Source: an optimization exercise on an open RTL-to-GDS flow (aim: small area, a short achievable clock period and few clock cycles). Production flows keep margins and buffers that such runs may drop. In this exercise RTL edits were held to simulation tests only and were not proved equivalent to the original.

## design/flow/config.mk

```make
export PLATFORM = sky130hd
export DESIGN_NAME = matmac_sequencer
export DESIGN_NICKNAME = matmac_sequencer
export VERILOG_FILES = /design/flow/design.v
export SDC_FILE = /design/flow/constraint.sdc
export NUM_CORES = 4
export LEC_CHECK = 0
export CAP_MARGIN = 20
export CORE_MARGIN = 2
export CORE_UTILIZATION = 40
export SLEW_MARGIN = 20
```

## design/flow/constraint.sdc

```tcl
create_clock -name core_clock -period 9.0 [get_ports {clk}]
set_input_delay 1.8000 -clock core_clock [delete_from_list [all_inputs] [get_ports {clk}]]
set_output_delay 1.8000 -clock core_clock [all_outputs]
set_load 0.01 [all_outputs]
```

## design/flow/design.v

```verilog
module matmac_sequencer #(
    parameter int MAX_N = 8,
    parameter int AW    = 32
) (
    input  logic          clk,
    input  logic          rst,
    input  logic          start,
    input  logic [3:0]    dim,
    input  logic [AW-1:0] base_a,
    input  logic [AW-1:0] base_b,
    input  logic [AW-1:0] base_c,
    output logic          busy,
    output logic          done,
    output logic          err,
    output logic          mem_req,
    output logic          mem_we,
    output logic [AW-1:0] mem_addr,
    output logic [31:0]   mem_wdata,
    input  logic          mem_gnt,
    input  logic [31:0]   mem_rdata
);
    localparam int IW = (MAX_N > 1) ? $clog2(MAX_N) : 1;
    localparam int XW = 8;
    typedef enum logic [2:0] {
        S_IDLE,
        S_RD_A,
        S_RD_B,
        S_MAC,
        S_WR_C,
        S_DONE
    } state_e;
    state_e        state_q, state_d;
    logic [3:0]    dim_q, dim_d;
    logic [AW-1:0] base_a_q, base_a_d;
    logic [AW-1:0] base_b_q, base_b_d;
    logic [AW-1:0] base_c_q, base_c_d;
    logic [IW-1:0] i_q, i_d;
    logic [IW-1:0] j_q, j_d;
    logic [IW-1:0] k_q, k_d;
    logic [31:0]   acc_q, acc_d;
    logic [31:0]   op_a_q, op_a_d;
    logic [31:0]   op_b_q, op_b_d;
    logic          err_q, err_d;
    logic [3:0]    last_idx;
    logic          i_last, j_last, k_last;
    logic          dim_zero, dim_bad;
    logic [XW-1:0] a_idx, b_idx, c_idx;
    logic [31:0]   prod;
    assign last_idx = dim_q - 4'd1;
    assign i_last   = (4'(i_q) == last_idx);
    assign j_last   = (4'(j_q) == last_idx);
    assign k_last   = (4'(k_q) == last_idx);
    assign dim_zero = (dim == 4'd0);
    assign dim_bad  = ({28'd0, dim} > 32'(MAX_N));
    assign a_idx = XW'(i_q) * XW'(dim_q) + XW'(k_q);
    assign b_idx = XW'(k_q) * XW'(dim_q) + XW'(j_q);
    assign c_idx = XW'(i_q) * XW'(dim_q) + XW'(j_q);
    assign prod  = op_a_q * op_b_q;
    always_ff @(posedge clk or negedge rst) begin
        if (!rst) begin
            state_q <= S_IDLE;
        end else begin
            state_q <= state_d;
        end
    end
    always_comb begin
        state_d = state_q;
        unique case (state_q)
            S_IDLE: begin
                if (start) begin
                    if (dim_zero || dim_bad) begin
                        state_d = S_DONE;
                    end else begin
                        state_d = S_RD_A;
                    end
                end
            end
            S_RD_A: begin
                if (mem_gnt) begin
                    state_d = S_RD_B;
                end
            end
            S_RD_B: begin
                if (mem_gnt) begin
                    state_d = S_MAC;
                end
            end
            S_MAC: begin
                state_d = k_last ? S_WR_C : S_RD_A;
            end
            S_WR_C: begin
                if (mem_gnt) begin
                    state_d = (i_last && j_last) ? S_DONE : S_RD_A;
                end
            end
            S_DONE: begin
                state_d = S_IDLE;
            end
            default: begin
                state_d = S_IDLE;
            end
        endcase
    end
    always_comb begin
        busy      = 1'b0;
        done      = 1'b0;
        mem_req   = 1'b0;
        mem_we    = 1'b0;
        mem_addr  = '0;
        mem_wdata = '0;
        unique case (state_q)
            S_RD_A: begin
                busy     = 1'b1;
                mem_req  = 1'b1;
                mem_addr = base_a_q + AW'({a_idx, 2'b00});
            end
            S_RD_B: begin
                busy     = 1'b1;
                mem_req  = 1'b1;
                mem_addr = base_b_q + AW'({b_idx, 2'b00});
            end
            S_MAC: begin
                busy = 1'b1;
            end
            S_WR_C: begin
                busy      = 1'b1;
                mem_req   = 1'b1;
                mem_we    = 1'b1;
                mem_addr  = base_c_q + AW'({c_idx, 2'b00});
                mem_wdata = acc_q;
            end
            S_DONE: begin
                done = 1'b1;
            end
            default: begin
            end
        endcase
    end
    assign err = err_q;
    always_comb begin
        dim_d    = dim_q;
        base_a_d = base_a_q;
        base_b_d = base_b_q;
        base_c_d = base_c_q;
        i_d      = i_q;
        j_d      = j_q;
        k_d      = k_q;
        acc_d    = acc_q;
        op_a_d   = op_a_q;
        op_b_d   = op_b_q;
        err_d    = err_q;
        unique case (state_q)
            S_IDLE: begin
                if (start) begin
                    dim_d    = dim;
                    base_a_d = base_a;
                    base_b_d = base_b;
                    base_c_d = base_c;
                    i_d      = '0;
                    j_d      = '0;
                    k_d      = '0;
                    acc_d    = '0;
                    err_d    = dim_bad;
                end
            end
            S_RD_A: begin
                if (mem_gnt) begin
                    op_a_d = mem_rdata;
                end
            end
            S_RD_B: begin
                if (mem_gnt) begin
                    op_b_d = mem_rdata;
                end
            end
            S_MAC: begin
                acc_d = acc_q + prod;
                if (!k_last) begin
                    k_d = k_q + IW'(1);
                end
            end
            S_WR_C: begin
                if (mem_gnt) begin
                    k_d   = '0;
                    acc_d = '0;
                    if (j_last) begin
                        j_d = '0;
                        i_d = i_q + IW'(1);
                    end else begin
                        j_d = j_q + IW'(1);
                    end
                end
            end
            default: begin
            end
        endcase
    end
    always_ff @(posedge clk or negedge rst) begin
        if (!rst) begin
            dim_q    <= '0;
            base_a_q <= '0;
            base_b_q <= '0;
            base_c_q <= '0;
            i_q      <= '0;
            j_q      <= '0;
            k_q      <= '0;
            acc_q    <= '0;
            op_a_q   <= '0;
            op_b_q   <= '0;
            err_q    <= 1'b0;
        end else begin
            dim_q    <= dim_d;
            base_a_q <= base_a_d;
            base_b_q <= base_b_d;
            base_c_q <= base_c_d;
            i_q      <= i_d;
            j_q      <= j_d;
            k_q      <= k_d;
            acc_q    <= acc_d;
            op_a_q   <= op_a_d;
            op_b_q   <= op_b_d;
            err_q    <= err_d;
        end
    end
endmodule
```

## design/flow/run.sh

```bash
#!/bin/bash
# synth_recipe.tcl (not shown) runs the flow's synth.tcl, then flattens the netlist and writes it again
# the make line also repeats each setting of config.mk as NAME=value (left out here)
make -C /OpenROAD-flow-scripts/flow DESIGN_CONFIG=/design/flow/config.mk WORK_HOME=/design/flow/orfs CLKGATE_MAP_FILE= SYNTH_SCRIPT=/design/flow/synth_recipe.tcl finish
```

==> flow_summary_export.csv <==
group,metric,value,unit
global_route,grt_max_degree,94,
flow_run,max-cap-violations,0,
final_layout,layout-drive-gt1-share,8.03,%
timing,fin_crit,8030,ps
worst_hold_path,holdPathEnd,"acc_q[14]$_DFFE_PN0P_",
timing,setup_tns,0,ps
routing,antenna_left,0,
floorplan,dieArea,73800,sq um
clock_tree,htreeDepth,1,
setup_path,slowest_stage,"a211oi_1",
synth,ys.flop_type,"dfrtp_1",
clock_tree,clock_latency,590,ps
routing,routed_wirelength,81600,microns
floorplan,die_x,272,microns
clock_tree,cts.clk_slew.worst_paths,60,ps
global_route,grt_pass1_wl,131000,microns
placement,gp_congestion,0.896,
routing,drc,0,
setup_path,end_kind,"output pin",
placement,post-dp-hpwl,64800,microns
timing,finalHoldViolCount,0,
routing,route.vias.total,20900,
synth,synth_nets,3773,
setup_path,regToRegStartpoint,"op_b_q[2]$_DFFE_PN0P_",
global_route,grt_antenna_before_repair,10,
setup_path,rrSetupSlack,1180,ps
worst_hold_path,holdPathStages,2,
final_layout,nets,3896,
floorplan,io-pin-count,205,
clock_tree,cts_resized,0,
clock_tree,post_cts_buffers,0,
floorplan,std_cell_rows,98,
setup_path,slowest_delay,870,ps
clock_tree,cts_tree,"built",
global_route,first_global_vias,22600,
timing,fin_skew,19.1,ps
setup_path,startpoint_type,"flip-flop",
clock_tree,cts_buffers,28,
synth,syn_area,28700,sq um
synth,yosysUniqueCellTypes,62,
routing,wire_per_inst,19.9,microns
clock_tree,ctsHoldBuffers,0,
synth,ys_seq_area_share,18.3,%
floorplan,initial_core_util,40.2,%
timing,slew_headroom,23.2,%
worst_hold_path,hold_class,"flip-flop to flip-flop",
placement,port_buffers,204,
synth,netlist_instances,3009,
final_layout,area_growth_syn_to_layout,13.6,%
setup_path,cp.buffers_inverters,2,
timing,hold_slack,479,ps
global_route,grt_overflow,0,
worst_hold_path,min_from,"acc_q[14]$_DFFE_PN0P_",
synth,ys_warn_count,1,
timing,period_share,89.3,%
clock_tree,cts_root_buf,"clkbuf_16",
synth,ys_async_sr_fraction,100,%
setup_path,cp.arrival,6230,ps
setup_path,path_class,"flip-flop to output pin",
routing,firstDrtPassIters,5,
run_status,status,"no timing/DRC/antenna violations",
synth,synth-edff-count,0,
setup_path,worst_r2r_path_depth,25,
setup_path,worstPathRequired,7200,ps
setup_path,path_cells,"nand2_1, fa_1, inv_1, ha_1, fa_1, o21ai_0, xnor2_1, ha_1, a21boi_0, o21ai_0, a211oi_1, nand3_1, xnor2_1, a22oi_1, o21ai_0, clkdlybuf4s50_1",
clock_tree,cts_max_path_buffers,3,
routing,via_per_inst,5.08,
setup_path,cpMostUsedCell,"o21ai_0",
floorplan,core_area,71200,sq um
routing,drt_iter0_drc,1024,
floorplan,die_h,272,microns
setup_path,crit_family,"compound AO/OA/AOI/OAI gates",
synth,synth_seq_cells,209,
setup_path,timing.rr.end,"acc_q[31]$_DFFE_PN0P_",
timing,worst_pin_slew,1150,ps
timing,drv_slew,0,
timing,max_freq,0.124,GHz
global_route,grt_usage,22.8,%
synth,avgSynthCellArea,9.52,sq um
timing,rsz0062_at_grt,"false",
clock_tree,cts_sinks,209,
timing,setup_viol,0,
setup_path,cp_max_fo,9,
-- tightest hold or removal path: stages (launching register included) --
cell and delay [ps]:
dfrtp_1 340, nand2_1 40, o21ai_0 60
-- layout make-up --
cell class	count	area (sq um)
diodes	1	2.50
clock buffers	40	837
clock inverters	10	118
fillers	6884	38700
inverters	541	2030
multi-input cells	2116	20900
flip-flops and latches	209	5230
well taps	950	1190
repair buffers	236	2290
-- cells by family (layout without fill, tap and decap cells) --
family | Yosys count | in the layout | share of synthesized area [%]
simple gates | 892 | 892 | 15.9
flops | 209 | 209 | 18.3
other cells | 0 | 1 | 0
buf+inv | 684 | 827 | 8.99
compound gates | 244 | 244 | 5.54
xor+xnor | 194 | 194 | 5.93
fa+ha+maj | 628 | 628 | 39.2
mux | 158 | 158 | 6.19
-- synth_stat cells (3+ instances only) --
| library cell | instances | area share, % |
|---|---|---|
| dfrtp_1 | 209 | 18 |
| o22ai_1 | 8 | 0.17 |
| fa_1 | 450 | 31 |
| and3_1 | 26 | 0.57 |
| nor3_1 | 24 | 0.42 |
| a21oi_1 | 44 | 0.77 |
| and2_1 | 332 | 7.2 |
| a211o_1 | 3 | 0.092 |
| nor2_1 | 80 | 1.0 |
| a2111oi_2 | 3 | 0.16 |
| nor2b_1 | 14 | 0.31 |
| a22oi_1 | 18 | 0.47 |
| buf_1 | 13 | 0.17 |
| o21ai_1 | 4 | 0.070 |
| o21bai_1 | 8 | 0.21 |
| o31ai_1 | 5 | 0.13 |
| clkbuf_1 | 122 | 1.6 |
| o21ai_0 | 84 | 1.5 |
| o21a_1 | 9 | 0.24 |
| o221ai_1 | 11 | 0.34 |
| xor2_1 | 65 | 2.0 |
| nand4_1 | 10 | 0.22 |
| nor4_1 | 6 | 0.13 |
| buf_2 | 8 | 0.14 |
| and4_1 | 8 | 0.24 |
| a31oi_1 | 4 | 0.087 |
| xnor2_1 | 129 | 3.9 |
| nand2_1 | 319 | 4.2 |
| nand3_1 | 41 | 0.72 |
| mux2i_1 | 4 | 0.14 |
| mux2_2 | 154 | 6.1 |
| nand2b_1 | 14 | 0.31 |
| a21boi_0 | 3 | 0.079 |
| inv_1 | 541 | 7.1 |
| ha_1 | 178 | 7.8 |
| a21o_1 | 18 | 0.47 |
| or2_2 | 3 | 0.066 |
| nor3b_1 | 4 | 0.10 |
-- per-layer routing --
layer  vias up  wire length, microns  track usage (%)
li1       9508                     -                -
met1     10700                 35100             30.2
met2       518                 39700             39.0
met3       111                  4980             4.29
met4        16                  1720             4.77
met5         -                   109                0
-- flip-flops by register name (all words and copies together) (netlist names), 4 cells and up --
| name | flops |
|---|---|
| dim_q | 4 |
| base_a_q | 32 |
| base_b_q | 32 |
| acc_q | 32 |
| op_b_q | 32 |
| base_c_q | 32 |
| op_a_q | 32 |
-- layout by cell type (no fill, tap or decap), types with 4 or more instances in the layout --
| master | n |
|---|---|
| a22oi_1 | 18 |
| and4_1 | 8 |
| o21ai_1 | 4 |
| o221ai_1 | 11 |
| nand3_1 | 41 |
| a21oi_1 | 44 |
| fa_1 | 450 |
| inv_1 | 541 |
| xnor2_1 | 129 |
| a21o_1 | 18 |
| clkdlybuf4s50_1 | 203 |
| dfrtp_1 | 209 |
| ha_1 | 178 |
| o22ai_1 | 8 |
| nor2_1 | 80 |
| nand4_1 | 10 |
| o21ai_0 | 84 |
| nor4_1 | 6 |
| clkbuf_1 | 4 |
| nand2b_1 | 14 |
| and3_1 | 26 |
| o21bai_1 | 8 |
| o21a_1 | 9 |
| o31ai_1 | 5 |
| a31oi_1 | 4 |
| mux2i_1 | 4 |
| and2_1 | 330 |
| nor3b_1 | 4 |
| nor3_1 | 24 |
| mux2_2 | 154 |
| buf_4 | 32 |
| nand2_1 | 318 |
| clkbuf_16 | 29 |
| nor2b_1 | 14 |
| xor2_1 | 65 |
| clkbuf_8 | 7 |
-- worst max-delay path by stage --
stage | end | from | cells after the start
finish | mem_addr[18] | dim_q[2]$_DFFE_PN0P_ | 16
global route | mem_addr[18] | dim_q[2]$_DFFE_PN0P_ | 16
CTS | mem_addr[27] | dim_q[2]$_DFFE_PN0P_ | 19
detailed placement | acc_q[31]$_DFFE_PN0P_ | op_b_q[0]$_DFFE_PN0P_ | 24
global placement | acc_q[25]$_DFFE_PN0P_ | op_b_q[0]$_DFFE_PN0P_ | 24
floorplan | acc_q[31]$_DFFE_PN0P_ | op_b_q[3]$_DFFE_PN0P_ | 27
-- metrics by stage --
stage / cell area (sq um) / utilization [%] / worst slack [ps] / std cells
after global routing: 32600 / 45.7 / 618 / 4103
after detailed placement: 31600 / 44.4 / 1280 / 4052
after floorplan: 28700 / - / 2030 / 3009
after CTS: 32600 / 45.7 / 981 / 4102
final: 32600 / 45.7 / 967 / 4103
after global placement: 31600 / 44.4 / 1320 / 4052
Testbench counts, summed over its fixed seeds: cycles 47,378.

## what the ideal ports hide
How much do the figures lean on ideal ports? The routed layout below was timed once more, with nothing changed but the port constraints. Step 1: set_driving_cell puts a clkbuf_16 on clk and a buf_2 on each other input, an assumption about the parent block. Step 2 also shifts input and output timing later by t, the mid clock arrival at the registers, as if the neighbouring blocks saw the same clock. Three values: no drivers, after step 1, after step 2; two values: the first two.
t (ns): 0.639
slack for setup (ns): 0.967 / 0.907 / 1.180
worst setup path after step 2: register to register
worst slew at a driven data input, ns: 0.11
pins driven straight from the clock port: 1
After both steps this run still meets setup and hold. For this run, drivers alone change the setup slack by -0.060 ns; drivers and shift together by +0.213 ns.
